What follows belongs to an exercise in optimizing a design on an open flow for a short achievable clock period and few clock cycles; a production flow would make more cautious choices.
Where RTL was checked, it was by simulation tests only, not by an equivalence proof against the original.
For runs 4 and 6, only the layout was checked, not whether the RTL still works.
Power is estimated from default activity; no workload was simulated.

**flow/config.mk**
```make
export PLATFORM = sky130hd
export DESIGN_NAME = cache_top
export DESIGN_NICKNAME = cache_top
export VERILOG_FILES = /design/flow/design.v
export SDC_FILE = /design/flow/constraint.sdc
export NUM_CORES = 4
export LEC_CHECK = 0
export ABC_CLOCK_PERIOD_IN_PS = 3000
export CAP_MARGIN = 20
export CORE_MARGIN = 2
export CORE_UTILIZATION = 40
export SETUP_SLACK_MARGIN = 4.5
export SLEW_MARGIN = 20
```
**flow/constraint.sdc**
```tcl
create_clock -name core_clock -period 8.0 [get_ports {clk}]
set_input_delay 1.6000 -clock core_clock [delete_from_list [all_inputs] [get_ports {clk}]]
set_output_delay 1.6000 -clock core_clock [all_outputs]
set_load 0.01 [all_outputs]
```
**flow/design.v**
```verilog
`default_nettype none
package cache_pkg;
	localparam int addr_w = 16;
	localparam int data_w = 32;
	localparam int index_w = 4;
	localparam int tag_w = addr_w - index_w;
	localparam int lines = 1 << index_w;
	localparam int csr_sel_w = 2;
	localparam logic [csr_sel_w-1:0] csr_ctrl = 2'd0;
	localparam logic [csr_sel_w-1:0] csr_hits = 2'd1;
	localparam logic [csr_sel_w-1:0] csr_misses = 2'd2;
endpackage
`default_nettype wire
`timescale 1ns/1ps
`default_nettype none
module cache_store
(
	input  logic                           clk,
	input  logic                           rst,
	input  logic [cache_pkg::index_w-1:0]  lookup_index,
	input  logic [cache_pkg::tag_w-1:0]    lookup_tag,
	output logic                           hit,
	output logic                           victim_dirty,
	output logic [cache_pkg::tag_w-1:0]    victim_tag,
	output logic [cache_pkg::data_w-1:0]   line_data,
	input  logic                           cpu_wr_en,
	input  logic [cache_pkg::data_w-1:0]   cpu_wr_data,
	input  logic                           fill_en,
	input  logic [cache_pkg::index_w-1:0]  fill_index,
	input  logic [cache_pkg::tag_w-1:0]    fill_tag,
	input  logic [cache_pkg::data_w-1:0]   fill_data
);
	logic [cache_pkg::lines-1:0] valid_q;
	logic [cache_pkg::lines-1:0] dirty_q;
	logic [cache_pkg::tag_w-1:0] tag_q [cache_pkg::lines];
	logic [cache_pkg::data_w-1:0] data_q [cache_pkg::lines];
	assign line_data = data_q[lookup_index];
	assign victim_tag = tag_q[lookup_index];
	assign hit = valid_q[lookup_index] && (victim_tag == lookup_tag);
	assign victim_dirty = valid_q[lookup_index] && dirty_q[lookup_index];
	always_ff @(posedge clk or negedge rst)
	begin
		if (!rst)
		begin
			valid_q <= '0;
			dirty_q <= '0;
		end
		else
		begin
			for (int i = 0; i < cache_pkg::lines; i++)
			begin
				if (cpu_wr_en && (lookup_index == i))
				begin
					valid_q[i] <= 1'b1;
					dirty_q[i] <= 1'b1;
				end
				else if (fill_en && (fill_index == i))
				begin
					valid_q[i] <= 1'b1;
					dirty_q[i] <= 1'b0;
				end
			end
		end
	end
	always_ff @(posedge clk)
	begin
		for (int i = 0; i < cache_pkg::lines; i++)
		begin
			if (cpu_wr_en && (lookup_index == i))
			begin
				tag_q[i] <= lookup_tag;
				data_q[i] <= cpu_wr_data;
			end
			else if (fill_en && (fill_index == i))
			begin
				tag_q[i] <= fill_tag;
				data_q[i] <= fill_data;
			end
		end
	end
endmodule
`default_nettype wire
`timescale 1ns/1ps
`default_nettype none
module cache_csr
(
	input  logic                             clk,
	input  logic                             rst,
	input  logic                             csr_req,
	input  logic                             csr_we,
	input  logic [cache_pkg::csr_sel_w-1:0]  csr_sel,
	input  logic [cache_pkg::data_w-1:0]     csr_wdata,
	output logic                             csr_ack,
	output logic [cache_pkg::data_w-1:0]     csr_rdata,
	output logic                             enable,
	input  logic                             hit_pulse,
	input  logic                             miss_pulse
);
	logic [cache_pkg::data_w-1:0] hits_q;
	logic [cache_pkg::data_w-1:0] misses_q;
	logic access;
	assign access = csr_req && !csr_ack;
	always_ff @(posedge clk or negedge rst)
	begin
		if (!rst)
		begin
			csr_ack <= 1'b0;
			enable <= 1'b1;
			hits_q <= '0;
			misses_q <= '0;
		end
		else
		begin
			csr_ack <= csr_req;
			if (access && csr_we && (csr_sel == cache_pkg::csr_ctrl))
				enable <= csr_wdata[0];
			if (access && csr_we && (csr_sel == cache_pkg::csr_hits))
				hits_q <= '0;
			else if (hit_pulse && (hits_q != '1))
				hits_q <= hits_q + 1'b1;
			if (access && csr_we && (csr_sel == cache_pkg::csr_misses))
				misses_q <= '0;
			else if (miss_pulse && (misses_q != '1))
				misses_q <= misses_q + 1'b1;
		end
	end
	always_ff @(posedge clk)
	begin
		if (access && !csr_we)
		begin
			case (csr_sel)
				cache_pkg::csr_ctrl:   csr_rdata <= {{(cache_pkg::data_w-1){1'b0}}, enable};
				cache_pkg::csr_hits:   csr_rdata <= hits_q;
				cache_pkg::csr_misses: csr_rdata <= misses_q;
				default:               csr_rdata <= '0;
			endcase
		end
	end
endmodule
`default_nettype wire
`timescale 1ns/1ps
`default_nettype none
module cache_ctrl
(
	input  logic                           clk,
	input  logic                           rst,
	input  logic                           cpu_req,
	input  logic                           cpu_we,
	input  logic [cache_pkg::addr_w-1:0]   cpu_addr,
	input  logic [cache_pkg::data_w-1:0]   cpu_wdata,
	output logic                           cpu_ack,
	output logic [cache_pkg::data_w-1:0]   cpu_rdata,
	output logic                           mem_req,
	output logic                           mem_we,
	output logic [cache_pkg::addr_w-1:0]   mem_addr,
	output logic [cache_pkg::data_w-1:0]   mem_wdata,
	input  logic                           mem_ack,
	input  logic [cache_pkg::data_w-1:0]   mem_rdata,
	input  logic                           enable,
	output logic                           hit_pulse,
	output logic                           miss_pulse,
	output logic [cache_pkg::index_w-1:0]  lookup_index,
	output logic [cache_pkg::tag_w-1:0]    lookup_tag,
	input  logic                           hit,
	input  logic                           victim_dirty,
	input  logic [cache_pkg::tag_w-1:0]    victim_tag,
	input  logic [cache_pkg::data_w-1:0]   line_data,
	output logic                           cpu_wr_en,
	output logic                           fill_en,
	output logic [cache_pkg::index_w-1:0]  fill_index,
	output logic [cache_pkg::tag_w-1:0]    fill_tag
);
	logic idle_q;
	logic ack_q;
	logic rdw_q;
	logic fill_q;
	logic rd_pend_q;
	logic rd_wait_q;
	logic [cache_pkg::addr_w-1:0] addr_q;
	logic [cache_pkg::data_w-1:0] rdata_q;
	logic start;
	logic busy;
	logic go_hit;
	logic go_mem;
	logic mem_done;
	assign lookup_index = cpu_addr[cache_pkg::index_w-1:0];
	assign lookup_tag = cpu_addr[cache_pkg::addr_w-1:cache_pkg::index_w];
	assign start = idle_q && cpu_req;
	assign busy = mem_req || rd_pend_q;
	assign go_hit = start && enable && hit;
	assign go_mem = start && !(enable && hit) && !busy;
	assign mem_done = mem_req && mem_ack;
	assign hit_pulse = go_hit;
	assign miss_pulse = go_mem && enable;
	assign cpu_wr_en = (go_hit || go_mem) && enable && cpu_we;
	assign fill_en = rdw_q && fill_q && mem_ack;
	assign fill_index = addr_q[cache_pkg::index_w-1:0];
	assign fill_tag = addr_q[cache_pkg::addr_w-1:cache_pkg::index_w];
	assign cpu_ack = cpu_req && (ack_q || (rdw_q && mem_ack));
	assign cpu_rdata = rdw_q ? mem_rdata : rdata_q;
	always_ff @(posedge clk or negedge rst)
	begin
		if (!rst)
		begin
			idle_q <= 1'b1;
			ack_q <= 1'b0;
			rdw_q <= 1'b0;
			fill_q <= 1'b0;
			rd_pend_q <= 1'b0;
			rd_wait_q <= 1'b0;
			mem_req <= 1'b0;
			mem_we <= 1'b0;
		end
		else
		begin
			if (go_hit)
			begin
				idle_q <= 1'b0;
				ack_q <= 1'b1;
			end
			else if (go_mem)
			begin
				idle_q <= 1'b0;
				ack_q <= cpu_we;
				fill_q <= enable;
				mem_req <= 1'b1;
				if (enable && victim_dirty)
				begin
					mem_we <= 1'b1;
					rd_pend_q <= 1'b1;
					rd_wait_q <= !cpu_we;
				end
				else
				begin
					mem_we <= cpu_we && !enable;
					rdw_q <= !cpu_we;
				end
			end
			else if (ack_q && !cpu_req)
			begin
				idle_q <= 1'b1;
				ack_q <= 1'b0;
			end
			if (mem_done)
			begin
				mem_req <= 1'b0;
				if (rdw_q)
				begin
					rdw_q <= 1'b0;
					ack_q <= 1'b1;
				end
			end
			else if (!mem_req && rd_pend_q)
			begin
				mem_req <= 1'b1;
				mem_we <= 1'b0;
				rd_pend_q <= 1'b0;
				rdw_q <= rd_wait_q;
			end
		end
	end
	always_ff @(posedge clk)
	begin
		if (go_mem)
		begin
			addr_q <= cpu_addr;
			if (enable && victim_dirty)
			begin
				mem_addr <= {victim_tag, lookup_index};
				mem_wdata <= line_data;
			end
			else
			begin
				mem_addr <= cpu_addr;
				mem_wdata <= cpu_wdata;
			end
		end
		else if (!mem_req && rd_pend_q)
			mem_addr <= addr_q;
		if (go_hit)
			rdata_q <= line_data;
		else if (rdw_q && mem_ack)
			rdata_q <= mem_rdata;
	end
endmodule
`default_nettype wire
`timescale 1ns/1ps
`default_nettype none
module cache_top
(
	input  logic                             clk,
	input  logic                             rst,
	input  logic                             cpu_req,
	input  logic                             cpu_we,
	input  logic [cache_pkg::addr_w-1:0]     cpu_addr,
	input  logic [cache_pkg::data_w-1:0]     cpu_wdata,
	output logic                             cpu_ack,
	output logic [cache_pkg::data_w-1:0]     cpu_rdata,
	output logic                             mem_req,
	output logic                             mem_we,
	output logic [cache_pkg::addr_w-1:0]     mem_addr,
	output logic [cache_pkg::data_w-1:0]     mem_wdata,
	input  logic                             mem_ack,
	input  logic [cache_pkg::data_w-1:0]     mem_rdata,
	input  logic                             csr_req,
	input  logic                             csr_we,
	input  logic [cache_pkg::csr_sel_w-1:0]  csr_sel,
	input  logic [cache_pkg::data_w-1:0]     csr_wdata,
	output logic                             csr_ack,
	output logic [cache_pkg::data_w-1:0]     csr_rdata
);
	logic enable;
	logic hit_pulse;
	logic miss_pulse;
	logic [cache_pkg::index_w-1:0] lookup_index;
	logic [cache_pkg::tag_w-1:0] lookup_tag;
	logic hit;
	logic victim_dirty;
	logic [cache_pkg::tag_w-1:0] victim_tag;
	logic [cache_pkg::data_w-1:0] line_data;
	logic cpu_wr_en;
	logic fill_en;
	logic [cache_pkg::index_w-1:0] fill_index;
	logic [cache_pkg::tag_w-1:0] fill_tag;
	cache_ctrl i_ctrl (.*);
	cache_store i_store (
		.clk(clk),
		.rst(rst),
		.lookup_index(lookup_index),
		.lookup_tag(lookup_tag),
		.hit(hit),
		.victim_dirty(victim_dirty),
		.victim_tag(victim_tag),
		.line_data(line_data),
		.cpu_wr_en(cpu_wr_en),
		.cpu_wr_data(cpu_wdata),
		.fill_en(fill_en),
		.fill_index(fill_index),
		.fill_tag(fill_tag),
		.fill_data(mem_rdata)
	);
	cache_csr i_csr (.*);
endmodule
`default_nettype wire
```
**flow/run.sh**
```bash
#!/bin/bash
# synth_recipe.tcl (not shown) runs the flow's synth.tcl, then flattens the netlist and writes it again
# the make line also repeats each setting of config.mk as NAME=value (left out here)
make -C /OpenROAD-flow-scripts/flow DESIGN_CONFIG=/design/flow/config.mk WORK_HOME=/design/flow/orfs CLKGATE_MAP_FILE= SYNTH_SCRIPT=/design/flow/synth_recipe.tcl finish
```
==> summary.txt, run 1 <==
run status no timing/DRC/antenna violations; maximum operating frequency between 200 and 250 MHz; share of the synthesized area in the top cell type 0.539; fillcell total 7,978; Final Hold Vio Count 0; Placed Instance Area 52,200 um2; share of the clock period used by the worst path 0.617; detailed-routing iteration count for the pre-antenna-repair pass 7; global-route congestion overflow total 0; area fraction in and, or, nand and nor cells after synthesis 0.0684; distinct cell type count of the synthesized netlist 79; final weighted congestion in routability-driven placement 0.869; post-synthesis register bit count between 900 and 1k; post-route minimum period 4940 ps; CTS root buffer sky130_fd_sc_hd__clkbuf_16; endpoint of the lowest-slack register-to-register path i_store.data_q[9][1]$_DFFE_PP_; vias in the first global route 35.7k; layout overhead on the synthesized area 49.2%; main flop type after synthesis sky130_fd_sc_hd__edfxtp_1; WP data required 8450 ps; peak fanout along the critical path 7; Worst R2R Setup Slack 3810 ps; first-pass GRT wire length roughly 280 mm; pin count of the biggest net entering global routing 70; Max-Slew Margin vs Limit 0.165; complex-gate fraction of the synthesized area 0.0852; mux cell area share after synthesis 0.212; worst min-delay path category reg -> reg; row cnt 124; final instance area 69,200 um2; Async S/R FF share, synth 0.113; post-layout net count 4,142; average wire length per cell after detail routing 38.2 um; synthesized-area fraction occupied by xor and xnor cells 0.00529; Synth area leader sky130_fd_sc_hd__edfxtp_1; GRT Overall Usage 0.340; placeable core region 115,000 um2; setup repair after global routing missed its margin true; share of post-route cells with drive strength above 1 0.491; TritonCTS clock tree built; summed instance area of the synthesized netlist roughly 46,000 um2; gate count of the mapped netlist about 3.3k; largest cells by area after synthesis sky130_fd_sc_hd__edfxtp_1 54%, sky130_fd_sc_hd__mux2_2 20%, sky130_fd_sc_hd__dfrtp_1 5.6%, sky130_fd_sc_hd__a22o_1 1.9%, sky130_fd_sc_hd__a22oi_1 1.6%; number of remaining DRC errors 0; multi-input logic area 20,800 um2; Worst Hold End i_store.valid_q[11]$_DFFE_PN0P_; via density per instance about 6.7; critical path type in -> reg; Final Routed Wirelength ~210 mm; H-tree level count 3; clock tree sinks 938; share of synthesized area occupied by flip-flops and latches 0.596; logic depth of the worst register-to-register path 16; Avg Cell Area, Syn around 14 um2; HPWL reported at the end of detailed placement 90.2 mm; main combinational cell family by area after synthesis multiplexers; non-filler cells, final ~5.6k; I/O pin count 237; origin of the worst min-delay path i_store.valid_q[11]$_DFFE_PN0P_; Post-CTS Hold Buffers 0; startpoint type of the worst setup path input port; Max Transition Viols Final 0; Setup Slack @ Placement 1130 ps; worst setup slack after layout 3060 ps; adder-cell share of the synthesized area 0.000539; Least-Margin Pin Slew 1250 ps; antenna violations before repair 9; core utilization of the finished layout 0.604; Chip Height ~340 um; Setup Skew 35.7 ps; summed negative setup slack over all endpoints 0 ps; buffers added on ports 205; power consumption 12.9 mW; Die Wd approximately 340 um; clock buffer count from CTS 106; number of warnings printed during yosys synthesis 5; Iter 0 DRT Violations around 5.7k; Starting Density 0.405; count of antenna-violating nets left after detailed routing 0; die footprint 119,000 um2; clock-pin slew of the registers on the worst-case setup and hold paths 60 ps; CTS Buffer Depth 3; clock insertion delay at the later pin of the skew report 750 ps; number of instances on the worst hold path 1; footprint of the flip-flops and latches 27,600 um2; number of endpoints failing setup at the final stage 0; detailed-route via count 37.6k; post-route worst hold slack around 470 ps; data arrival time of the critical path 5390 ps; nature of the critical path endpoint flop; Pleak 25.5 nW; post-synth net total 3,406; Placed Instances 4,832; EDFF count, synth 832; origin of the critical flop-to-flop path i_store.tag_q[11][2]$_DFFE_PP_; pwr dens 187 nW/um2; Worst VDD drop 0.000169 V; reported max-cap violation count 0
-- metal layers --
| layer | vias up | global-route usage | part of all wire |
|---|---|---|---|
| met5 | - | 0.00441 | 0.00041 |
| met4 | 6 | 0.213 | 0.087 |
| met3 | 1065 | 0.124 | 0.15 |
| met2 | 3212 | 0.498 | 0.42 |
| met1 | 18900 | 0.426 | 0.34 |
| li1 | 14500 | - | - |
-- final cells by class --
type	count	share of cell area
clock inverter	53	0.00705
clock buffer	142	0.0412
inverter	25	0.00146
multi-input combinational	2006	0.301
sequential	938	0.399
antenna	6	0.000217
timing repair buffer	942	0.223
tap	1512	0.0273
-- placed cells by master (no fill, tap or decap), drive strengths merged, types with 33 or more instances in the layout --
cell           Yosys  routed
edfxtp           832     832
mux2             812     812
a21oi             45      45
nand4             46      47
nand2b            39      39
a22o              99      99
clkinv             0      43
nor2              86      86
clkdlybuf4s50      0     128
nand2            108     112
clkbuf           160     166
o22a              34      34
mux2i             40      40
a22oi            101     101
nand3             77      77
or3               37      37
a221oi            71      71
buf              161     775
nor3              33      33
o21ai             70      70
dfrtp            104     104
-- critical path, cell delays in order --
cell and delay (ps):
sky130_fd_sc_hd__buf_16 150, sky130_fd_sc_hd__buf_8 140, sky130_fd_sc_hd__or3b_4 420, sky130_fd_sc_hd__buf_12 150, sky130_fd_sc_hd__o211ai_1 490, sky130_fd_sc_hd__nor4_4 130, sky130_fd_sc_hd__nor4_2 200, sky130_fd_sc_hd__and4_1 260
sky130_fd_sc_hd__nand4_1 120, sky130_fd_sc_hd__buf_6 160, sky130_fd_sc_hd__a21o_4 240, sky130_fd_sc_hd__buf_16 160, sky130_fd_sc_hd__nor3_4 300, sky130_fd_sc_hd__buf_6 150, sky130_fd_sc_hd__buf_6 100, sky130_fd_sc_hd__or2_4 180
sky130_fd_sc_hd__buf_12 160, sky130_fd_sc_hd__buf_8 120, sky130_fd_sc_hd__buf_16 120
-- registers in the layout, summed over array words and instances, names as in the netlist, 16 cells and up --
name / cells
i_csr.csr_rdata: 32
i_csr.hits_q: 32
i_csr.misses_q: 32
i_ctrl.addr_q: 16
i_ctrl.mem_addr: 16
i_ctrl.mem_wdata: 32
i_ctrl.rdata_q: 32
i_store.data_q: 512
i_store.dirty_q: 16
i_store.tag_q: 192
i_store.valid_q: 16
-- synth_stat cells (all sizes together), types with 39 or more instances --
master and instances:
edfxtp 832, mux2 812, buf 161, clkbuf 160, nand2 108, dfrtp 104, a22oi 101, a22o 99
nor2 86, nand3 77, a221oi 71, o21ai 70, nand4 46, a21oi 45, mux2i 40, nand2b 39
-- worst max path at each step --
stage / from / endpoint / slack (ps) / cells after the start
6_report: cpu_addr[2] / i_store.data_q[9][1]$_DFFE_PP_ / 3060 / 19
3_5_place_dp: cpu_addr[2] / i_store.data_q[2][31]$_DFFE_PP_ / 1130 / 14
5_1_grt: cpu_addr[1] / i_store.tag_q[9][9]$_DFFE_PP_ / 3070 / 19
2_1_floorplan: cpu_addr[1] / i_store.data_q[15][0]$_DFFE_PP_ / 2880 / 15
3_3_place_gp: cpu_addr[2] / i_store.data_q[2][31]$_DFFE_PP_ / 1170 / 14
4_1_cts: cpu_addr[2] / i_store.data_q[14][24]$_DFFE_PP_ / 3430 / 17
-- power by group --
group / total [mW] / internal (mW) / switching, mW
Clock: 4.84 / 2.70 / 2.15
Sequential: 5.71 / 5.57 / 0.144
Combinational: 2.39 / 1.23 / 1.16
Total: 12.9 / 9.49 / 3.45
-- kinds of logic (layout without fill, tap and decap cells) --
kind of cell	count (synthesis)	after routing
AND/OR/NAND/NOR	583	590
buffers and inverters	346	1162
adder cells (fa/ha/maj)	2	2
AO/OA/AOI/OAI	522	522
multiplexers	864	864
XOR/XNOR	28	28
other	0	6
flip-flops	938	938
-- what timing repair did --
item,in CTS,in global routing
resized for setup,1392,116
pin swaps,134,44
cloned,173,27
endpoints found under the setup margin,1721,1712
buffers inserted,333,57
Testbench counts, summed over its fixed seeds: cycles 22,434.
==> run 2: changes to the inputs <==
--- a/flow/config.mk
+++ b/flow/config.mk
@@ -5,7 +5,6 @@
 export SDC_FILE = /design/flow/constraint.sdc
 export NUM_CORES = 4
 export LEC_CHECK = 0
-export ABC_CLOCK_PERIOD_IN_PS = 3000
 export CAP_MARGIN = 20
 export CORE_MARGIN = 2
 export CORE_UTILIZATION = 40
==> run 2 against run 1 <==
Net effect:
- utilization unchanged
- still clean on timing, DRC and antenna
- largest cell class unchanged
- combinational power hardly changed
- clock skew stayed put
- clock power about the same
- area after synthesis is the same
- highest routed layer unchanged
- critical path depth did not move
- worst hold slack is the same
- worst setup slack unchanged
- wire length is the same
==> summary.txt, run 2 <==
Crit path largest cell delay between 400 and 500 ps; TritonCTS clock tree built; post-synthesis register bit count approximately 940; Placed Instance Area 52,200 um2; H-tree level count 3; Worst R2R Setup Slack 3810 ps; buffers added on ports 205; distinct cell type count of the synthesized netlist 79; placeable core region 115,000 um2; vias in the first global route around 36k; gate count of the mapped netlist 3,283; clock insertion delay at the later pin of the skew report 750 ps; peak fanout along the critical path 7; post-synth net total 3,406; summed negative setup slack over all endpoints 0 ps; critical path cell sequence buf_16 -> buf_8 -> or3b_4 -> buf_12 -> o211ai_1 -> nor4_4 -> nor4_2 -> and4_1 -> nand4_1 -> buf_6 -> a21o_4 -> buf_16 -> nor3_4 -> buf_6 -> buf_6 -> or2_4 -> buf_12 -> buf_8 -> buf_16; Iter 0 DRT Violations 5,716; final weighted congestion in routability-driven placement 0.869; EDFF count, synth 832; share of post-route cells with drive strength above 1 0.491; share of synthesized area occupied by flip-flops and latches 0.596; largest cells by area after synthesis sky130_fd_sc_hd__edfxtp_1 54%, sky130_fd_sc_hd__mux2_2 20%, sky130_fd_sc_hd__dfrtp_1 5.6%, sky130_fd_sc_hd__a22o_1 1.9%, sky130_fd_sc_hd__a22oi_1 1.6%; post-route worst hold slack 466 ps; post-layout net count 4,142; CTS root buffer sky130_fd_sc_hd__clkbuf_16; startpoint type of the worst setup path input port; Max Transition Viols Final 0; Pleak 25.5 nW; die footprint 119,000 um2; Setup Skew 35.7 ps; post-route minimum period around 4900 ps; Least-Margin Pin Slew approximately 1200 ps; Async S/R FF share, synth 0.113; worst setup slack after layout roughly 3100 ps; data arrival time of the critical path 5390 ps; clock buffer count from CTS around 110; clock tree sinks 938; Die Wd approximately 340 um; clock-pin slew of the registers on the worst-case setup and hold paths 60 ps; most common cell after layout, fill and taps aside sky130_fd_sc_hd__edfxtp_1; number of warnings printed during yosys synthesis 5; antenna violations before repair 9; number of endpoints failing setup at the final stage 0; worst min-delay path category reg -> reg; Chip Height about 340 um; fillcell total 7,978; Starting Density 0.405; layout overhead on the synthesized area 49.2%; most frequent cell after synthesis sky130_fd_sc_hd__edfxtp_1; number of remaining DRC errors 0; reported max-cap violation count 0; max reg flops slightly above 500; number of instances on the worst hold path 1; Avg Cell Area, Syn 14.1 um2; summed instance area of the synthesized netlist about 46,000 um2; global-route congestion overflow total 0; CTS Buffer Depth 3; Worst VDD drop roughly 0.00017 V; Final Hold Vio Count 0; share of the clock period used by the worst path 0.617; average wire length per cell after detail routing around 38 um; pin count of the biggest net entering global routing 70; slowest stage cell on the critical path sky130_fd_sc_hd__o211ai_1; run status no timing/DRC/antenna violations; main flop type after synthesis sky130_fd_sc_hd__edfxtp_1; logic depth of the worst register-to-register path 16; setup repair after global routing missed its margin true; count of antenna-violating nets left after detailed routing 0; maximum operating frequency 202 MHz; nature of the critical path endpoint flop; HPWL reported at the end of detailed placement roughly 90 mm; detailed-routing iteration count for the pre-antenna-repair pass 7; critical path type in -> reg; share of the synthesized area in the top cell type 0.539; Setup Slack @ Placement 1130 ps; first-pass GRT wire length 283 mm; top cells by count, synth 832 x sky130_fd_sc_hd__edfxtp_1, 812 x sky130_fd_sc_hd__mux2_2, 160 x sky130_fd_sc_hd__clkbuf_1; pwr dens 187 nW/um2; final instance area 69,200 um2; WP data required 8450 ps; GRT Overall Usage 0.340; detailed-route via count approximately 38k; Regs by FF count i_store.data_q (512), i_store.tag_q (192); row cnt 124; Final Routed Wirelength 215 mm; commonest non-fill, non-tap cells in the layout 832 x sky130_fd_sc_hd__edfxtp_1, 487 x sky130_fd_sc_hd__mux2_4, 325 x sky130_fd_sc_hd__mux2_2, 210 x sky130_fd_sc_hd__buf_12, 192 x sky130_fd_sc_hd__buf_16; Synth area leader sky130_fd_sc_hd__edfxtp_1; core utilization of the finished layout 0.604; I/O pin count between 200 and 250; via density per instance 6.69; Max-Slew Margin vs Limit 0.165; Top reg by flops i_store.data_q
-- run 2: cell families (layout without fill, tap and decap cells) --
kind of cell | Yosys count | in the layout | share of synthesized area
flops | 938 | 938 | 0.596
other cells | 0 | 6 | 0
fa+ha+maj | 2 | 2 | 0.000539
buf+inv | 346 | 1162 | 0.0332
xor+xnor | 28 | 28 | 0.00529
mux | 864 | 864 | 0.212
compound gates | 522 | 522 | 0.0852
simple gates | 583 | 590 | 0.0684
-- run 2: stage by stage --
stage / power, mW / std cells
final: 12.9 / 5624
after detailed placement: 7.29 / 4832
after CTS: 12.7 / 5533
after floorplan: 6.65 / 3283
after global placement: 7.27 / 4832
after global routing: 13.2 / 5619
-- run 2: layer usage --
metal	track usage	vias to the layer above	wire length (um)
li1	-	14500	-
met1	0.426	18900	73200
met2	0.498	3212	90300
met3	0.124	1065	32500
met4	0.213	6	18800
met5	0.00441	-	88
-- run 2: worst paths after layout --
path | from | to
max in group asynchronous | rst | i_ctrl.rdw_q$_DFF_PN0_
min | i_store.valid_q[11]$_DFFE_PN0P_ | i_store.valid_q[11]$_DFFE_PN0P_
max reg2reg | i_store.tag_q[11][2]$_DFFE_PP_ | i_store.data_q[9][1]$_DFFE_PP_
max | cpu_addr[2] | i_store.data_q[9][1]$_DFFE_PP_
min reg2reg | i_store.valid_q[11]$_DFFE_PN0P_ | i_store.valid_q[11]$_DFFE_PN0P_
min in group asynchronous | rst | i_csr.hits_q[28]$_DFFE_PN0P_
-- run 2: layout make-up --
class,instances,area [um2],area share
Multi-Input combinational cell,2006,20800,0.301
Inverter,25,101,0.00146
Clock buffer,142,2850,0.0412
Tap cell,1512,1890,0.0273
Sequential cell,938,27600,0.399
Clock inverter,53,488,0.00705
Antenna cell,6,15.0,0.000217
Timing Repair Buffer,942,15400,0.223
-- run 2: critical path, delay by kind of cell --
family          cells  cell delay, ps
buf+inv            10            1410
compound gates      2             730
simple gates        7            1610
-- run 2: repair_timing --
| action | in CTS | in global routing |
|---|---|---|
| gates resized for setup | 1392 | 116 |
| endpoints found under the setup margin | 1721 | 1712 |
| setup buffers | 333 | 57 |
| pin swaps | 134 | 44 |
| hold buffers | 0 | 0 |
| cloned | 173 | 27 |
-- run 2: where the power goes --
group / switching (mW) / total (mW) / internal (mW)
registers: 0.144 / 5.71 / 5.57
logic: 1.16 / 2.39 / 1.23
clock network: 2.15 / 4.84 / 2.70
total: 3.45 / 12.9 / 9.49
==> run 3: changes to the inputs <==
--- a/flow/config.mk
+++ b/flow/config.mk
@@ -8,5 +8,4 @@
 export CAP_MARGIN = 20
 export CORE_MARGIN = 2
 export CORE_UTILIZATION = 40
-export SETUP_SLACK_MARGIN = 4.5
 export SLEW_MARGIN = 20
==> run 3 against run 2 <==
Net effect:
- die area unchanged
- combinational power down 39%
- area after synthesis unchanged
- non-clock buffer count down 598
- maximum frequency down 22%
- sequential power about the same
- wire length down 28%
- clock skew up 23 ps
- critical endpoint is now i_store.data_q[5][4]$_DFFE_PP_
- clock power up 1%
- largest power group unchanged
- worst setup slack worse by 1400 ps
- critical path type unchanged
- utilization down 13 points
==> summary.txt, run 3 <==
run status no timing/DRC/antenna violations; placeable core region 115,000 um2; peak fanout along the critical path 36; Die Wd 345 um; Worst setup startpoint cpu_addr[1]; CTS root buffer sky130_fd_sc_hd__clkbuf_16; Synth area leader sky130_fd_sc_hd__edfxtp_1; number of warnings printed during yosys synthesis 5; largest cells by area after synthesis sky130_fd_sc_hd__edfxtp_1 54%, sky130_fd_sc_hd__mux2_2 20%, sky130_fd_sc_hd__dfrtp_1 5.6%, sky130_fd_sc_hd__a22o_1 1.9%, sky130_fd_sc_hd__a22oi_1 1.6%; worst min-delay path category reg -> reg; top cells by count, synth 832 x sky130_fd_sc_hd__edfxtp_1, 812 x sky130_fd_sc_hd__mux2_2, 160 x sky130_fd_sc_hd__clkbuf_1; non-filler cells, final 5,015; share of synthesized area occupied by flip-flops and latches 0.596; reported max-cap violation count 0; first-pass GRT wire length 223 mm; share of post-route cells with drive strength above 1 0.340; setup repair after global routing missed its margin false; Regs by FF count i_store.data_q (512), i_store.tag_q (192); logic depth of the worst register-to-register path 11; Post-CTS Setup Bufs 0; Ant. Diodes 0; post-route worst hold slack approximately 470 ps; via density per instance 6.16; summed instance area of the synthesized netlist 46,400 um2; Placed Instance Area 50,800 um2; endpoint of the lowest-slack register-to-register path i_store.data_q[5][4]$_DFFE_PP_; pin count of the biggest net entering global routing 59; nature of the critical path endpoint flop; detailed-route via count between 30k and 40k; share of the synthesized area in the top cell type 0.539; slowest stage cell on the critical path sky130_fd_sc_hd__buf_2; fillcell total 10.1k; startpoint type of the worst setup path input port; final weighted congestion in routability-driven placement 0.870; post-layout net count 3,537; gate family responsible for the most delay along the worst path simple AND/OR/NAND/NOR gates; clock-pin slew of the registers on the worst-case setup and hold paths 60 ps; final instance area 54,300 um2; pwr dens about 220 nW/um2; post-route minimum period 6310 ps; number of instances on the worst hold path 1; buffers added on ports ~200; summed negative setup slack over all endpoints 0 ps; number of remaining DRC errors 0; average wire length per cell after detail routing 31.0 um; CTS Buffer Depth 3; Max-Slew Margin vs Limit 0.316; worst setup slack after layout 1690 ps; Async S/R FF share, synth 0.113; layout overhead on the synthesized area 17.0%; WP data required 8460 ps; max reg flops 512; die footprint 119,000 um2; Final Hold Vio Count 0; EDFF count, synth 832; main flop type after synthesis sky130_fd_sc_hd__edfxtp_1; H-tree level count 3; critical path type in -> reg; distinct cell type count of the synthesized netlist 79; gate count of the mapped netlist around 3.3k; origin of the worst min-delay path i_store.valid_q[11]$_DFFE_PN0P_; origin of the critical flop-to-flop path i_store.tag_q[11][5]$_DFFE_PP_; Worst VDD drop 0.000166 V; Post-CTS Hold Buffers 0; Worst Hold End i_store.valid_q[11]$_DFFE_PN0P_; Least-Margin Pin Slew 1030 ps; clock buffer count from CTS 106; clock tree sinks ~940; vias in the first global route 30.7k; data arrival time of the critical path 6770 ps; clock insertion delay at the later pin of the skew report between 700 and 800 ps; Pleak 18.0 nW; share of the clock period used by the worst path 0.788; post-CTS sizing 0; most common cell after layout, fill and taps aside sky130_fd_sc_hd__edfxtp_1; TritonCTS clock tree built; commonest non-fill, non-tap cells in the layout 832 x sky130_fd_sc_hd__edfxtp_1, 812 x sky130_fd_sc_hd__mux2_2, 200 x sky130_fd_sc_hd__clkdlybuf4s50_1, 106 x sky130_fd_sc_hd__nand2_1, 106 x sky130_fd_sc_hd__clkbuf_16; Top reg by flops i_store.data_q; Chip Height ~340 um; antenna violations before repair 4; post-synth net total 3,406; I/O pin count 237; Worst R2R Setup Slack ~3500 ps; Setup Slack @ Placement approximately 1100 ps; most frequent cell after synthesis sky130_fd_sc_hd__edfxtp_1; Crit path largest cell delay about 700 ps; maximum operating frequency 159 MHz; Avg Cell Area, Syn 14.1 um2; Max Transition Viols Final 0; detailed-routing iteration count for the pre-antenna-repair pass 5; Starting Density 0.405; HPWL reported at the end of detailed placement 90.7 mm; post-synthesis register bit count 938; combined buffer and inverter count along the critical path 2; GRT Overall Usage 0.260; Iter 0 DRT Violations ~3.3k; Final Routed Wirelength 156 mm; global-route congestion overflow total 0; count of antenna-violating nets left after detailed routing 0; number of endpoints failing setup at the final stage 0; Setup Skew 58.9 ps; Placed Instances a little under 5k; row cnt 124; critical path cell sequence buf_2 -> nand2_1 -> nor2_4 -> a221oi_1 -> a31oi_1 -> xnor2_1 -> and3_1 -> nand4_1 -> a21o_1 -> nor3_2 -> buf_4 -> mux2_2
## run 3: cell counts after synthesis
No cell type changed its count.
## run 3: final cells by class
class,count,area [um2],share of cell area
repair buffers,344,3740,0.0688
clock inverters,67,696,0.0128
clock buffers,130,2740,0.0505
flip-flops and latches,938,27600,0.509
multi-input cells,1999,17500,0.322
inverters,25,95.1,0.00175
well taps,1512,1890,0.0349
## run 3: worst max path at each step
stage,end,depth (start not counted)
after floorplan,i_store.data_q[0][0]$_DFFE_PP_,13
after global routing,i_store.data_q[1][17]$_DFFE_PP_,13
final,i_store.data_q[5][4]$_DFFE_PP_,12
after detailed placement,i_store.data_q[5][4]$_DFFE_PP_,12
after CTS,i_store.tag_q[2][1]$_DFFE_PP_,13
after global placement,i_store.data_q[1][14]$_DFFE_PP_,13
## run 3: cells by family after synthesis
family,count (synthesis),synth area share
flip-flops,938,0.596
XOR/XNOR,28,0.00529
buffers and inverters,346,0.0332
AO/OA/AOI/OAI,522,0.0852
AND/OR/NAND/NOR,583,0.0684
adder cells (fa/ha/maj),2,0.000539
multiplexers,864,0.212
## run 3: power by group
group	internal [mW]	switching (mW)	total (mW)
Sequential	5.57	0.125	5.69
Combinational	0.659	0.786	1.45
Clock	2.80	2.10	4.90
## run 3: layer usage
metal  share of wire  wire [um]  global-route usage  vias to the layer above
li1                -          -                   -                    13200
met1            0.42      64700               0.355                    16000
met2            0.47      73800               0.421                     1395
met3           0.077      12000              0.0422                      282
met4           0.034       5220              0.0892                        4
met5         0.00015         24                   0                        -
## run 3: stage by stage
| stage | total power [mW] | util |
|---|---|---|
| global placement | 7.21 | 0.443 |
| floorplan | 6.56 | - |
| finish | 12.0 | 0.473 |
| global route | 12.4 | 0.473 |
| detailed placement | 7.23 | 0.443 |
| CTS | 12.1 | 0.473 |
==> run 4: changes to the inputs <==
--- a/flow/design.v
+++ b/flow/design.v
@@ -187,12 +187,12 @@
 	assign lookup_tag = cpu_addr[cache_pkg::addr_w-1:cache_pkg::index_w];
 	assign start = idle_q && cpu_req;
 	assign busy = mem_req || rd_pend_q;
-	assign go_hit = start && enable && hit;
+	assign go_hit = start && enable && hit && !(cpu_we && busy);
 	assign go_mem = start && !(enable && hit) && !busy;
 	assign mem_done = mem_req && mem_ack;
 	assign hit_pulse = go_hit;
 	assign miss_pulse = go_mem && enable;
-	assign cpu_wr_en = (go_hit || go_mem) && enable && cpu_we;
+	assign cpu_wr_en = start && !busy && enable && cpu_we;
 	assign fill_en = rdw_q && fill_q && mem_ack;
 	assign fill_index = addr_q[cache_pkg::index_w-1:0];
 	assign fill_tag = addr_q[cache_pkg::addr_w-1:cache_pkg::index_w];
@@ -261,7 +261,7 @@
 	end
 	always_ff @(posedge clk)
 	begin
-		if (go_mem)
+		if (start && !busy)
 		begin
 			addr_q <= cpu_addr;
 			if (enable && victim_dirty)
@@ -277,7 +277,7 @@
 		end
 		else if (!mem_req && rd_pend_q)
 			mem_addr <= addr_q;
-		if (go_hit)
+		if (start)
 			rdata_q <= line_data;
 		else if (rdw_q && mem_ack)
 			rdata_q <= mem_rdata;
--- a/flow/config.mk
+++ b/flow/config.mk
@@ -8,4 +8,5 @@
 export CAP_MARGIN = 20
 export CORE_MARGIN = 2
 export CORE_UTILIZATION = 40
+export SETUP_SLACK_MARGIN = 5
 export SLEW_MARGIN = 20
==> run 4 against run 3 <==
Net effect:
- still clean on timing, DRC and antenna
- via count rose by 38%
- global-route usage rose by 8.3 points
- register-to-register slack better by 720 ps
- combinational power up 57%
- clock-buffer cell count rose by 5
- sequential share of layout area down 7.3 points
- worst hold slack worse by 2.1 ps
- utilization up 8.1 points
- die area fell by 0.67%
- critical path depth is 8 higher
- highest routed layer unchanged
==> summary.txt, run 4 <==
Regs by FF count i_store.data_q (512), i_store.tag_q (192); Max Transition Viols Final 0; run status no timing/DRC/antenna violations; detailed-routing iteration count for the pre-antenna-repair pass 10; pwr dens 201 nW/um2; Pleak around 25 nW; worst min-delay path category reg -> reg; CTS root buffer sky130_fd_sc_hd__clkbuf_16; Post-CTS Hold Buffers 0; via density per instance approximately 6.6; commonest non-fill, non-tap cells in the layout 1,520 x sky130_fd_sc_hd__nand2_1, 832 x sky130_fd_sc_hd__edfxtp_1, 254 x sky130_fd_sc_hd__buf_4, 177 x sky130_fd_sc_hd__mux2_4, 141 x sky130_fd_sc_hd__buf_12; GRT Overall Usage 0.342; gate count of the mapped netlist 4,309; summed instance area of the synthesized netlist 46,100 um2; post-synthesis register bit count between 900 and 1k; clock tree sinks 938; clock buffer count from CTS 104; Worst VDD drop 0.000178 V; share of post-route cells with drive strength above 1 0.299; vias in the first global route 37.4k; share of the synthesized area in the top cell type 0.542; I/O pin count between 200 and 250; critical path type in -> reg; number of warnings printed during yosys synthesis 5; Avg Cell Area, Syn around 11 um2; Top reg by flops i_store.data_q; Die Wd 343 um; post-synth net total about 4.4k; detailed-route via count about 43k; EDFF count, synth 832; average wire length per cell after detail routing between 30 and 40 um; summed negative setup slack over all endpoints 0 ps; buffers added on ports 205; Max-Slew Margin vs Limit 0.276; setup repair after global routing missed its margin true; Final Routed Wirelength approximately 230 mm; WP data required 8620 ps; startpoint type of the worst setup path input port; maximum operating frequency 213 MHz; nature of the critical path endpoint flop; post-layout net count 4,945; fillcell total 9,005; clock insertion delay at the later pin of the skew report 740 ps; CTS Buffer Depth 3; HPWL reported at the end of detailed placement 91.2 mm; max reg flops 512; share of the clock period used by the worst path 0.586; final weighted congestion in routability-driven placement 0.845; post-route minimum period 4690 ps; global-route congestion overflow total 0; post-route worst hold slack 464 ps; peak fanout along the critical path 7; count of antenna-violating nets left after detailed routing 0; distinct cell type count of the synthesized netlist slightly below 90; TritonCTS clock tree built; Starting Density 0.403; most common cell after layout, fill and taps aside sky130_fd_sc_hd__nand2_1; number of remaining DRC errors 0; largest cells by area after synthesis sky130_fd_sc_hd__edfxtp_1 54%, sky130_fd_sc_hd__nand2_1 13%, sky130_fd_sc_hd__mux2_2 6.8%, sky130_fd_sc_hd__dfrtp_1 5.6%, sky130_fd_sc_hd__clkbuf_1 2.4%; reported max-cap violation count 0; clock-pin slew of the registers on the worst-case setup and hold paths 60 ps; first-pass GRT wire length ~290 mm; pin count of the biggest net entering global routing 69; die footprint roughly 120,000 um2; Async S/R FF share, synth 0.113; H-tree level count 3; power consumption 12.8 mW; data arrival time of the critical path 5310 ps; Least-Margin Pin Slew 1090 ps; number of endpoints failing setup at the final stage 0; antenna violations before repair 20; Chip Height between 300 and 400 um; most frequent cell after synthesis sky130_fd_sc_hd__nand2_1; row cnt 124; Final Hold Vio Count 0; top cells by count, synth 1,560 x sky130_fd_sc_hd__nand2_1, 832 x sky130_fd_sc_hd__edfxtp_1, 296 x sky130_fd_sc_hd__clkbuf_1; layout overhead on the synthesized area 37.6%; Iter 0 DRT Violations 8,100; Setup Skew 46.1 ps; share of synthesized area occupied by flip-flops and latches 0.600; main flop type after synthesis sky130_fd_sc_hd__edfxtp_1; placeable core region 114,000 um2; Synth area leader sky130_fd_sc_hd__edfxtp_1
[run 4: per-layer routing]
| layer | wire length (um) | global-route usage | vias up |
|---|---|---|---|
| li1 | - | - | 16600 |
| met1 | 74200 | 0.437 | 20400 |
| met2 | 90800 | 0.498 | 4289 |
| met3 | 40400 | 0.120 | 1265 |
| met4 | 20300 | 0.214 | 27 |
| met5 | 376 | 0 | - |
[run 4: final timing paths]
kind / startpoint / end / slack [ps] / cells past startpoint
max in group asynchronous: rst / i_ctrl.rdw_q$_DFF_PN0_ / 5690 / 2
worst max-delay path: cpu_addr[0] / i_csr.misses_q[23]$_DFFE_PN0P_ / 3310 / 20
worst max register to register: i_csr.enable$_DFFE_PN1P_ / i_csr.hits_q[25]$_DFFE_PN0P_ / 4180 / 8
min in group asynchronous: rst / i_store.valid_q[11]$_DFFE_PN0P_ / 880 / 1
worst min-delay path: i_store.valid_q[4]$_DFFE_PN0P_ / i_store.valid_q[4]$_DFFE_PN0P_ / 460 / 1
worst min register to register: i_store.valid_q[4]$_DFFE_PN0P_ / i_store.valid_q[4]$_DFFE_PN0P_ / 460 / 1
[run 4: cell type report]
cell class / instances / area, um2 / area share
clock buffers: 135 / 2800 / 0.0442
diodes: 21 / 52.6 / 0.000829
well taps: 1512 / 1890 / 0.0298
clock inverters: 52 / 400 / 0.00631
repair inverters: 1 / 8.76 / 0.000138
multi-input cells: 2985 / 20200 / 0.318
inverters: 28 / 140 / 0.00221
flip-flops and latches: 938 / 27600 / 0.436
repair buffers: 764 / 10300 / 0.162
[run 4: critical path, stage by stage]
cell and delay [ps]:
sky130_fd_sc_hd__buf_16 120, sky130_fd_sc_hd__buf_16 130, sky130_fd_sc_hd__buf_8 130, sky130_fd_sc_hd__buf_6 150
sky130_fd_sc_hd__mux2i_1 330, sky130_fd_sc_hd__o21ai_0 160, sky130_fd_sc_hd__a32oi_1 320, sky130_fd_sc_hd__a31oi_4 150
sky130_fd_sc_hd__xnor2_2 190, sky130_fd_sc_hd__nand4_1 150, sky130_fd_sc_hd__buf_4 130, sky130_fd_sc_hd__buf_6 80
sky130_fd_sc_hd__buf_6 90, sky130_fd_sc_hd__nor4_4 30, sky130_fd_sc_hd__buf_4 160, sky130_fd_sc_hd__buf_12 140
sky130_fd_sc_hd__buf_12 120, sky130_fd_sc_hd__or4_4 460, sky130_fd_sc_hd__or4_1 510, sky130_fd_sc_hd__a21oi_1 130
[run 4: cells by family after synthesis]
logic type,Yosys count,synth area share
AO/OA/AOI/OAI,636,0.0990
AND/OR/NAND/NOR,1954,0.178
buffers and inverters,423,0.0369
flip-flops,938,0.600
XOR/XNOR,20,0.00380
multiplexers,336,0.0822
adder cells (fa/ha/maj),2,0.000543
[run 4: what timing repair did]
| item | in CTS | in global routing |
|---|---|---|
| pin swaps | 170 | 152 |
| resized for setup | 1107 | 291 |
| buffers inserted | 262 | 120 |
| endpoints found under the setup margin | 1774 | 880 |
| gates cloned | 78 | 43 |
[run 4: metrics by stage]
stage / area (um2) / setup slack [ps] / cells / util
after global routing: 63400 / 3310 / 6417 / 0.554
after floorplan: 48800 / 3160 / 4309 / -
after global placement: 50400 / 1430 / 5723 / 0.441
final: 63400 / 3310 / 6436 / 0.555
after CTS: 60300 / 3490 / 6252 / 0.527
after detailed placement: 50500 / 1380 / 5725 / 0.441
[run 4: power by group]
part | internal, mW | switching, mW | leakage [nW]
registers | 5.64 | 0.160 | 8.97
logic | 1.02 | 1.25 | 14.6
clock network | 2.59 | 2.11 | 1.57
==> run 5: changes to the inputs <==
--- a/flow/design.v
+++ b/flow/design.v
@@ -23,12 +23,11 @@
 	output logic                           victim_dirty,
 	output logic [cache_pkg::tag_w-1:0]    victim_tag,
 	output logic [cache_pkg::data_w-1:0]   line_data,
-	input  logic                           cpu_wr_en,
-	input  logic [cache_pkg::data_w-1:0]   cpu_wr_data,
-	input  logic                           fill_en,
-	input  logic [cache_pkg::index_w-1:0]  fill_index,
-	input  logic [cache_pkg::tag_w-1:0]    fill_tag,
-	input  logic [cache_pkg::data_w-1:0]   fill_data
+	input  logic                           wr_en,
+	input  logic [cache_pkg::index_w-1:0]  wr_index,
+	input  logic [cache_pkg::tag_w-1:0]    wr_tag,
+	input  logic [cache_pkg::data_w-1:0]   wr_data,
+	input  logic                           wr_dirty
 );
 	logic [cache_pkg::lines-1:0] valid_q;
 	logic [cache_pkg::lines-1:0] dirty_q;
@@ -45,37 +44,18 @@
 			valid_q <= '0;
 			dirty_q <= '0;
 		end
-		else
+		else if (wr_en)
 		begin
-			for (int i = 0; i < cache_pkg::lines; i++)
-			begin
-				if (cpu_wr_en && (lookup_index == i))
-				begin
-					valid_q[i] <= 1'b1;
-					dirty_q[i] <= 1'b1;
-				end
-				else if (fill_en && (fill_index == i))
-				begin
-					valid_q[i] <= 1'b1;
-					dirty_q[i] <= 1'b0;
-				end
-			end
+			valid_q[wr_index] <= 1'b1;
+			dirty_q[wr_index] <= wr_dirty;
 		end
 	end
 	always_ff @(posedge clk)
 	begin
-		for (int i = 0; i < cache_pkg::lines; i++)
+		if (wr_en)
 		begin
-			if (cpu_wr_en && (lookup_index == i))
-			begin
-				tag_q[i] <= lookup_tag;
-				data_q[i] <= cpu_wr_data;
-			end
-			else if (fill_en && (fill_index == i))
-			begin
-				tag_q[i] <= fill_tag;
-				data_q[i] <= fill_data;
-			end
+			tag_q[wr_index] <= wr_tag;
+			data_q[wr_index] <= wr_data;
 		end
 	end
 endmodule
@@ -165,10 +145,11 @@
 	input  logic                           victim_dirty,
 	input  logic [cache_pkg::tag_w-1:0]    victim_tag,
 	input  logic [cache_pkg::data_w-1:0]   line_data,
-	output logic                           cpu_wr_en,
-	output logic                           fill_en,
-	output logic [cache_pkg::index_w-1:0]  fill_index,
-	output logic [cache_pkg::tag_w-1:0]    fill_tag
+	output logic                           wr_en,
+	output logic [cache_pkg::index_w-1:0]  wr_index,
+	output logic [cache_pkg::tag_w-1:0]    wr_tag,
+	output logic [cache_pkg::data_w-1:0]   wr_data,
+	output logic                           wr_dirty
 );
 	logic idle_q;
 	logic ack_q;
@@ -180,22 +161,20 @@
 	logic [cache_pkg::data_w-1:0] rdata_q;
 	logic start;
 	logic busy;
+	logic cached;
 	logic go_hit;
 	logic go_mem;
 	logic mem_done;
+	logic fill;
 	assign lookup_index = cpu_addr[cache_pkg::index_w-1:0];
 	assign lookup_tag = cpu_addr[cache_pkg::addr_w-1:cache_pkg::index_w];
 	assign start = idle_q && cpu_req;
 	assign busy = mem_req || rd_pend_q;
-	assign go_hit = start && enable && hit && !(cpu_we && busy);
-	assign go_mem = start && !(enable && hit) && !busy;
+	assign cached = enable && hit;
+	assign go_hit = start && cached;
+	assign go_mem = start && !cached && !busy;
 	assign mem_done = mem_req && mem_ack;
-	assign hit_pulse = go_hit;
-	assign miss_pulse = go_mem && enable;
-	assign cpu_wr_en = start && !busy && enable && cpu_we;
-	assign fill_en = rdw_q && fill_q && mem_ack;
-	assign fill_index = addr_q[cache_pkg::index_w-1:0];
-	assign fill_tag = addr_q[cache_pkg::addr_w-1:cache_pkg::index_w];
+	assign fill = rdw_q && fill_q && mem_ack;
 	assign cpu_ack = cpu_req && (ack_q || (rdw_q && mem_ack));
 	assign cpu_rdata = rdw_q ? mem_rdata : rdata_q;
 	always_ff @(posedge clk or negedge rst)
@@ -210,9 +189,15 @@
 			rd_wait_q <= 1'b0;
 			mem_req <= 1'b0;
 			mem_we <= 1'b0;
+			wr_en <= 1'b0;
+			hit_pulse <= 1'b0;
+			miss_pulse <= 1'b0;
 		end
 		else
 		begin
+			wr_en <= ((go_hit || go_mem) && enable && cpu_we) || fill;
+			hit_pulse <= go_hit;
+			miss_pulse <= go_mem && enable;
 			if (go_hit)
 			begin
 				idle_q <= 1'b0;
@@ -281,6 +266,20 @@
 			rdata_q <= line_data;
 		else if (rdw_q && mem_ack)
 			rdata_q <= mem_rdata;
+		if (start)
+		begin
+			wr_index <= lookup_index;
+			wr_tag <= lookup_tag;
+			wr_data <= cpu_wdata;
+			wr_dirty <= 1'b1;
+		end
+		else if (rdw_q && mem_ack)
+		begin
+			wr_index <= addr_q[cache_pkg::index_w-1:0];
+			wr_tag <= addr_q[cache_pkg::addr_w-1:cache_pkg::index_w];
+			wr_data <= mem_rdata;
+			wr_dirty <= 1'b0;
+		end
 	end
 endmodule
 `default_nettype wire
@@ -318,27 +317,13 @@
 	logic victim_dirty;
 	logic [cache_pkg::tag_w-1:0] victim_tag;
 	logic [cache_pkg::data_w-1:0] line_data;
-	logic cpu_wr_en;
-	logic fill_en;
-	logic [cache_pkg::index_w-1:0] fill_index;
-	logic [cache_pkg::tag_w-1:0] fill_tag;
+	logic wr_en;
+	logic [cache_pkg::index_w-1:0] wr_index;
+	logic [cache_pkg::tag_w-1:0] wr_tag;
+	logic [cache_pkg::data_w-1:0] wr_data;
+	logic wr_dirty;
 	cache_ctrl i_ctrl (.*);
-	cache_store i_store (
-		.clk(clk),
-		.rst(rst),
-		.lookup_index(lookup_index),
-		.lookup_tag(lookup_tag),
-		.hit(hit),
-		.victim_dirty(victim_dirty),
-		.victim_tag(victim_tag),
-		.line_data(line_data),
-		.cpu_wr_en(cpu_wr_en),
-		.cpu_wr_data(cpu_wdata),
-		.fill_en(fill_en),
-		.fill_index(fill_index),
-		.fill_tag(fill_tag),
-		.fill_data(mem_rdata)
-	);
+	cache_store i_store (.*);
 	cache_csr i_csr (.*);
 endmodule
 `default_nettype wire
==> run 5 against run 4 <==
Net effect:
- combinational power decreased by 12%
- total power increased by 6.6%
- area after synthesis decreased by 13%
- final cell count decreased by 39%
- largest cell class unchanged
- first-iteration DRC count decreased by 73%
- critical endpoint is now cpu_rdata[29]
- clock power about the same
- cell area decreased by 23%
- still clean
==> summary.txt, run 5 <==
run status no timing/DRC/antenna violations; maximum operating frequency 266 MHz; post-route minimum period 3760 ps; Crit path largest cell delay 310 ps; summed negative setup slack over all endpoints 0 ps; pin count of the biggest net entering global routing 78; H-tree level count 3; worst min-delay path category reg -> reg; CTS Buffer Depth 3; distinct cell type count of the synthesized netlist 76; Worst VDD drop approximately 0.00017 V; max reg flops roughly 500; met2 routed WL 52.1 mm; Die Wd 321 um; critical path cell sequence buf_12 -> mux2_4 -> buf_6; buffers added on ports 205; via density per instance 5.56; share of post-route cells with drive strength above 1 0.263; Async S/R FF share, synth 0.110; summed instance area of the synthesized netlist 40,100 um2; placeable core region 99,700 um2; Max Transition Viols Final 0; post-synth net total approximately 2.4k; vias in the first global route ~22k; gate family responsible for the most delay along the worst path multiplexers; average wire length per cell after detail routing 26.2 um; detailed-route via count 21.9k; worst setup slack after layout 4240 ps; nature of the critical path endpoint output port; Final Hold Vio Count 0; layout overhead on the synthesized area 21.9%; detailed-routing iteration count for the pre-antenna-repair pass 5; most common cell after layout, fill and taps aside sky130_fd_sc_hd__edfxtp_1; Max-Slew Margin vs Limit 0.263; Avg Cell Area, Syn 17.9 um2; share of the clock period used by the worst path 0.470; GRT Overall Usage 0.199; HPWL reported at the end of detailed placement 54.6 mm; row cnt ~120; data arrival time of the critical path 2160 ps; Setup Slack @ Placement 2260 ps; pwr dens 278 nW/um2; combined buffer and inverter count along the critical path 2; metal3 WL roughly 5.7 mm; global-route congestion overflow total 0; EDFF count, synth 880; peak fanout along the critical path 2; Chip Height around 320 um; clock insertion delay at the later pin of the skew report 680 ps; clock-pin slew of the registers on the worst-case setup and hold paths 60 ps; first-pass GRT wire length 150 mm; number of warnings printed during yosys synthesis 3; gate count of the mapped netlist 2,239; most frequent cell after synthesis sky130_fd_sc_hd__edfxtp_1; number of endpoints failing setup at the final stage 0; uppermost layer routed met4; die footprint 103,000 um2; share of synthesized area occupied by flip-flops and latches 0.727; number of remaining DRC errors 0; Starting Density 0.402; largest cells by area after synthesis sky130_fd_sc_hd__edfxtp_1 66%, sky130_fd_sc_hd__mux4_2 11%, sky130_fd_sc_hd__dfrtp_1 6.7%, sky130_fd_sc_hd__nand2_1 2.9%, sky130_fd_sc_hd__mux2_2 2.0%; antenna violations before repair 1; met1 layer wirelength in the final routing around 44 mm; share of the synthesized area in the top cell type 0.659; I/O pin count 237; Regs by FF count i_store.data_q (512), i_store.tag_q (192); reported max-cap violation count 0; Synth area leader sky130_fd_sc_hd__edfxtp_1; main flop type after synthesis sky130_fd_sc_hd__edfxtp_1; clock tree sinks 990; Post-CTS Hold Buffers 0; TritonCTS clock tree built; fillcell total 8,088; Least-Margin Pin Slew 1110 ps; Iter 0 DRT Violations between 2k and 2.5k; post-synthesis register bit count 990; top cells by count, synth 880 x sky130_fd_sc_hd__edfxtp_1, 306 x sky130_fd_sc_hd__nand2_1, 194 x sky130_fd_sc_hd__mux4_2; post-layout net count 2,695; setup repair after global routing missed its margin true; power consumption ~14 mW; clock buffer count from CTS 103; count of antenna-violating nets left after detailed routing 0; commonest non-fill, non-tap cells in the layout 880 x sky130_fd_sc_hd__edfxtp_1, 301 x sky130_fd_sc_hd__nand2_1, 197 x sky130_fd_sc_hd__mux4_2, 109 x sky130_fd_sc_hd__clkbuf_16, 105 x sky130_fd_sc_hd__dfrtp_1; slowest stage cell on the critical path sky130_fd_sc_hd__mux2_4; Top reg by flops i_store.data_q; CTS root buffer sky130_fd_sc_hd__clkbuf_16; startpoint type of the worst setup path input port; Setup Skew 24.9 ps; Final Routed Wirelength 103 mm; final weighted congestion in routability-driven placement 0.825; Pleak 17.2 nW; Ant. Diodes 0; critical path type in -> out; WP data required 6400 ps
run 5: cell types whose count changed in the layout (fill, tap and decap cells not counted), sizes merged, moves of 48 or more:
cell and delta:
mux2 -208, mux4 +202, a22o -64, a22oi -113, nand2 -1277, buf -408, o21ai -116, edfxtp +48
a221oi -58
run 5: what timing repair did:
| action | CTS | global route |
|---|---|---|
| setup endpoints to repair | 374 | 235 |
| buffers inserted | 40 | 22 |
| pin swaps | 16 | 10 |
| gates cloned | 19 | 6 |
| gates resized for setup | 530 | 39 |
run 5: path summary, 6_finish.rpt:
check	end	slack, ps	startpoint	depth (start not counted)
worst max register to register	i_ctrl.idle_q$_DFFE_PN1P_	5090	i_store.tag_q[15][8]$_DFFE_PP_	9
worst min-delay path	i_store.valid_q[5]$_DFFE_PN0P_	470	i_store.valid_q[5]$_DFFE_PN0P_	1
max in group asynchronous	i_ctrl.rdw_q$_DFF_PN0_	5770	rst	2
worst min register to register	i_store.valid_q[5]$_DFFE_PN0P_	470	i_store.valid_q[5]$_DFFE_PN0P_	1
min in group asynchronous	i_csr.csr_ack$_DFF_PN0_	970	rst	1
worst max-delay path	cpu_rdata[29]	4240	mem_rdata[29]	3
run 5: logic make-up after synthesis:
group           count (synthesis)  share of synthesized area
flops                         990                      0.727
simple gates                  585                     0.0654
mux                           325                      0.149
compound gates                138                     0.0246
buf+inv                       124                     0.0157
xor+xnor                       70                     0.0155
fa+ha+maj                       7                    0.00218
run 5: through the flow:
| step | instance area, um2 | hold WS (ps) | cells | utilization |
|---|---|---|---|---|
| 6_report | 48900 | 466 | 3948 | 0.491 |
| 5_1_grt | 48900 | 489 | 3948 | 0.491 |
| 4_1_cts | 48500 | 469 | 3920 | 0.486 |
| 3_5_place_dp | 43900 | 451 | 3673 | 0.440 |
| 3_3_place_gp | 43900 | 448 | 3673 | 0.440 |
| 2_1_floorplan | 40700 | 429 | 2239 | - |
run 5: cell type report:
| cell class | instances | area (um2) | area share |
|---|---|---|---|
| Tap cell | 1298 | 1620 | 0.0332 |
| Clock inverter | 67 | 619 | 0.0127 |
| Timing Repair Buffer | 330 | 3840 | 0.0784 |
| Clock buffer | 121 | 2670 | 0.0545 |
| Inverter | 17 | 68.8 | 0.00141 |
| Sequential cell | 990 | 29200 | 0.596 |
| Multi-Input combinational cell | 1125 | 10900 | 0.223 |
run 5: power breakdown:
group	leakage [nW]	switching [mW]	internal (mW)
sequential	9.44	0.485	6.45
combinational	6.12	1.11	0.886
clock	1.61	1.98	2.70
total	17.2	3.58	10.0
run 5: layer usage:
layer	GRT usage	up-vias
met2	0.340	725
met4	0.0480	0
met1	0.271	11600
met5	0	-
li1	-	9468
met3	0.0278	143
Testbench counts of run 5, summed over its fixed seeds: cycles 22,434.
==> run 6: changes to the inputs <==
--- a/flow/design.v
+++ b/flow/design.v
@@ -33,9 +33,13 @@
 	logic [cache_pkg::lines-1:0] dirty_q;
 	logic [cache_pkg::tag_w-1:0] tag_q [cache_pkg::lines];
 	logic [cache_pkg::data_w-1:0] data_q [cache_pkg::lines];
+	logic [cache_pkg::lines-1:0] match;
+	always_comb
+		for (int i = 0; i < cache_pkg::lines; i++)
+			match[i] = valid_q[i] && (tag_q[i] == lookup_tag);
 	assign line_data = data_q[lookup_index];
 	assign victim_tag = tag_q[lookup_index];
-	assign hit = valid_q[lookup_index] && (victim_tag == lookup_tag);
+	assign hit = match[lookup_index];
 	assign victim_dirty = valid_q[lookup_index] && dirty_q[lookup_index];
 	always_ff @(posedge clk or negedge rst)
 	begin
@@ -175,8 +179,8 @@
 	assign go_mem = start && !cached && !busy;
 	assign mem_done = mem_req && mem_ack;
 	assign fill = rdw_q && fill_q && mem_ack;
-	assign cpu_ack = cpu_req && (ack_q || (rdw_q && mem_ack));
-	assign cpu_rdata = rdw_q ? mem_rdata : rdata_q;
+	assign cpu_ack = (cpu_req && ack_q) || (cpu_req && rdw_q && mem_ack);
+	assign cpu_rdata = rdata_q | (mem_rdata & {cache_pkg::data_w{rdw_q}});
 	always_ff @(posedge clk or negedge rst)
 	begin
 		if (!rst)
@@ -207,25 +211,23 @@
 			begin
 				idle_q <= 1'b0;
 				ack_q <= cpu_we;
-				fill_q <= enable;
 				mem_req <= 1'b1;
 				if (enable && victim_dirty)
-				begin
-					mem_we <= 1'b1;
 					rd_pend_q <= 1'b1;
-					rd_wait_q <= !cpu_we;
-				end
 				else
-				begin
-					mem_we <= cpu_we && !enable;
 					rdw_q <= !cpu_we;
-				end
 			end
 			else if (ack_q && !cpu_req)
 			begin
 				idle_q <= 1'b1;
 				ack_q <= 1'b0;
 			end
+			if (start && !busy)
+			begin
+				fill_q <= enable;
+				rd_wait_q <= !cpu_we;
+				mem_we <= enable ? victim_dirty : cpu_we;
+			end
 			if (mem_done)
 			begin
 				mem_req <= 1'b0;
@@ -266,6 +268,8 @@
 			rdata_q <= line_data;
 		else if (rdw_q && mem_ack)
 			rdata_q <= mem_rdata;
+		else if (!idle_q && !ack_q)
+			rdata_q <= '0;
 		if (start)
 		begin
 			wr_index <= lookup_index;
==> run 6 against run 5 <==
Net effect:
- critical path type unchanged
- still clean on timing, DRC and antenna
- wire length up 14%
- critical endpoint is now cpu_ack
- non-clock buffer count up 68
- worst hold slack better by 28 ps
- highest routed layer is now met5
- largest power group unchanged
- cell area up 5.6%
- sequential power up 3.3%
- largest cell class unchanged
- combinational power up 3%
- utilization up 0.85 points
- synthesized cell count up 7.0%
- total power up 4.6%
- maximum frequency down 0.20%
- flip-flop and latch count unchanged
- sequential share of layout area down 3.2 points
==> summary.txt, run 6 <==
worst setup slack after layout 4230 ps; pwr dens around 280 nW/um2; Worst setup startpoint mem_ack; HPWL reported at the end of detailed placement around 63 mm; number of instances on the worst hold path 2; Setup Skew a little under 60 ps; number of warnings printed during yosys synthesis 3; layout overhead on the synthesized area 23.9%; share of the clock period used by the worst path 0.471; Die Wd 327 um; distinct cell type count of the synthesized netlist between 60 and 70; gate count of the mapped netlist between 2k and 2.5k; Pleak 18.2 nW; global-route congestion overflow total 0; maximum operating frequency 265 MHz; share of power burned in registers 0.503; Starting Density 0.403; average wire length per cell after detail routing about 28 um; internal portion of total power 10.4 mW; Iter 0 DRT Violations about 2.5k; share of post-route cells with drive strength above 1 0.286; placeable core region 103,000 um2; met2 track demand over resource in global routing 0.348; final weighted congestion in routability-driven placement 0.904; Worst R2R Setup Slack approximately 5100 ps; summed instance area of the synthesized netlist 41,700 um2; buffers added on ports just over 200; endpoint of the lowest-slack register-to-register path i_store.data_q[3][1]$_DFFE_PP_; logic depth of the worst register-to-register path 4; switching part of the total power 0.271; TritonCTS clock tree built; Async S/R FF share, synth 0.110; Synth area leader sky130_fd_sc_hd__edfxtp_1; H-tree level count 3; mux cell area share after synthesis 0.133; combinational share of power 0.145; summed negative setup slack over all endpoints 0 ps; vias in the first global route about 24k; post-synth net total 2,524; most common cell after layout, fill and taps aside sky130_fd_sc_hd__edfxtp_1; I/O pin count 237; Post-CTS Hold Buffers 0; run status no timing/DRC/antenna violations; Avg Cell Area, Syn 17.4 um2; main combinational cell family by area after synthesis multiplexers; Max-Slew Margin vs Limit 0.302; data arrival time of the critical path approximately 2200 ps; largest cells by area after synthesis sky130_fd_sc_hd__edfxtp_1 63%, sky130_fd_sc_hd__mux4_2 12%, sky130_fd_sc_hd__dfrtp_1 6.4%, sky130_fd_sc_hd__xor2_1 3.2%, sky130_fd_sc_hd__nand2_1 2.1%; met1 global-route usage 0.301; nature of the critical path endpoint output port; post-route minimum period 3770 ps; Chip Height 327 um; Regs by FF count i_store.data_q (512), i_store.tag_q (192); origin of the worst min-delay path i_ctrl.rd_wait_q$_DFFE_PN0P_; post-synthesis register bit count 990; pin count of the biggest net entering global routing 63; most frequent cell after synthesis sky130_fd_sc_hd__edfxtp_1; startpoint type of the worst setup path input port; clock buffer count from CTS 103; setup repair after global routing missed its margin true; Top reg by flops i_store.data_q; Ant. Diodes 0; commonest non-fill, non-tap cells in the layout 880 x sky130_fd_sc_hd__edfxtp_1, 235 x sky130_fd_sc_hd__nand2_1, 221 x sky130_fd_sc_hd__mux4_2, 136 x sky130_fd_sc_hd__xor2_1, 124 x sky130_fd_sc_hd__buf_4; adder-cell share of the synthesized area 0.00210; origin of the critical flop-to-flop path i_ctrl.wr_index[0]$_DFFE_PP_; count of antenna-violating nets left after detailed routing 0; Max Transition Viols Final 0; CTS Buffer Depth 3; detailed-route via count 24.2k; WP data required 6400 ps; global route hottest layer met2
==> run 6: changes by cell type in the layout (fill, tap and decap cells not counted), moves of 18 or more <==
| cell | before | now |
|---|---|---|
| sky130_fd_sc_hd__xor2_1 | 39 | 136 |
| sky130_fd_sc_hd__nand2_1 | 301 | 235 |
| sky130_fd_sc_hd__buf_4 | 75 | 124 |
| sky130_fd_sc_hd__xnor2_1 | 29 | 78 |
| sky130_fd_sc_hd__a22o_1 | 31 | 73 |
| sky130_fd_sc_hd__buf_2 | 6 | 39 |
| sky130_fd_sc_hd__a21o_1 | 2 | 33 |
| sky130_fd_sc_hd__mux2i_1 | 39 | 12 |
| sky130_fd_sc_hd__nand4_1 | 14 | 39 |
| sky130_fd_sc_hd__mux4_2 | 197 | 221 |
| sky130_fd_sc_hd__mux2_2 | 37 | 14 |
| sky130_fd_sc_hd__dlygate4sd2_1 | 66 | 48 |
==> run 6: stage by stage <==
stage	cells	area, um2	utilization
2_1_floorplan	2396	42200	-
3_3_place_gp	3898	45400	0.438
3_5_place_dp	3898	45400	0.439
4_1_cts	4188	50700	0.490
5_1_grt	4241	51700	0.499
6_report	4241	51700	0.499
==> run 6: worst max path at each step <==
stage / endpoint / slack, ps / cells after the start
after global placement: i_ctrl.ack_q$_DFF_PN0_ / 2770 / 9
final: cpu_ack / 4230 / 4
after global routing: cpu_ack / 4230 / 4
after floorplan: i_ctrl.ack_q$_DFF_PN0_ / 4410 / 9
after detailed placement: i_ctrl.ack_q$_DFF_PN0_ / 2750 / 9
after CTS: cpu_ack / 4240 / 4
==> run 6: cell families (layout without fill, tap and decap cells) <==
group / count (synthesis) / after routing
fa+ha+maj: 7 / 7
mux: 272 / 272
flops: 990 / 990
xor+xnor: 244 / 244
buf+inv: 149 / 613
simple gates: 541 / 541
compound gates: 193 / 194
==> run 6: critical path, stage by stage <==
cell,delay [ps]
sky130_fd_sc_hd__buf_8,100
sky130_fd_sc_hd__and2_4,130
sky130_fd_sc_hd__o21a_4,210
sky130_fd_sc_hd__buf_6,120
==> run 6: repair_timing <==
| item | in CTS | in global routing |
|---|---|---|
| gates resized for setup | 628 | 86 |
| setup endpoints to repair | 391 | 154 |
| cloned | 24 | 14 |
| pin swaps | 25 | 20 |
| setup buffers | 72 | 39 |
==> run 6: final cells by class <==
cell class / instances / area (um2)
clock buffers: 112 / 2630
clock inverters: 82 / 935
fillers: 8421 / 51800
inverters: 20 / 109
multi-input cells: 1258 / 12600
flip-flops and latches: 990 / 29200
well taps: 1380 / 1730
repair buffers: 398 / 4480
repair inverters: 1 / 16.3
==> run 6: power by group through the flow <==
stage | logic (mW) | registers (mW) | clock network (mW)
after floorplan | 1.11 | 7.03 | 0
after global placement | 1.92 | 7.19 | 0
after detailed placement | 1.94 | 7.24 | 0
after CTS | 1.99 | 7.15 | 5.10
after global routing | 2.20 | 7.24 | 5.30
final | 2.06 | 7.16 | 5.02
==> run 6: layer usage <==
| layer | routed length (um) | part of all wire |
|---|---|---|
| met4 | 2980 | 0.025 |
| met2 | 56600 | 0.48 |
| met1 | 49000 | 0.42 |
| met3 | 9120 | 0.077 |
| met5 | 41 | 0.00035 |

Re-timed with assumed drivers on the ports (clkbuf_16 on the clock, buf_2 on other inputs), run 6 has 4.147 ns of setup slack against 4.230 ns with ideal ports, and 3.746 ns once port delays also move by the mid clock arrival of 0.754 ns.
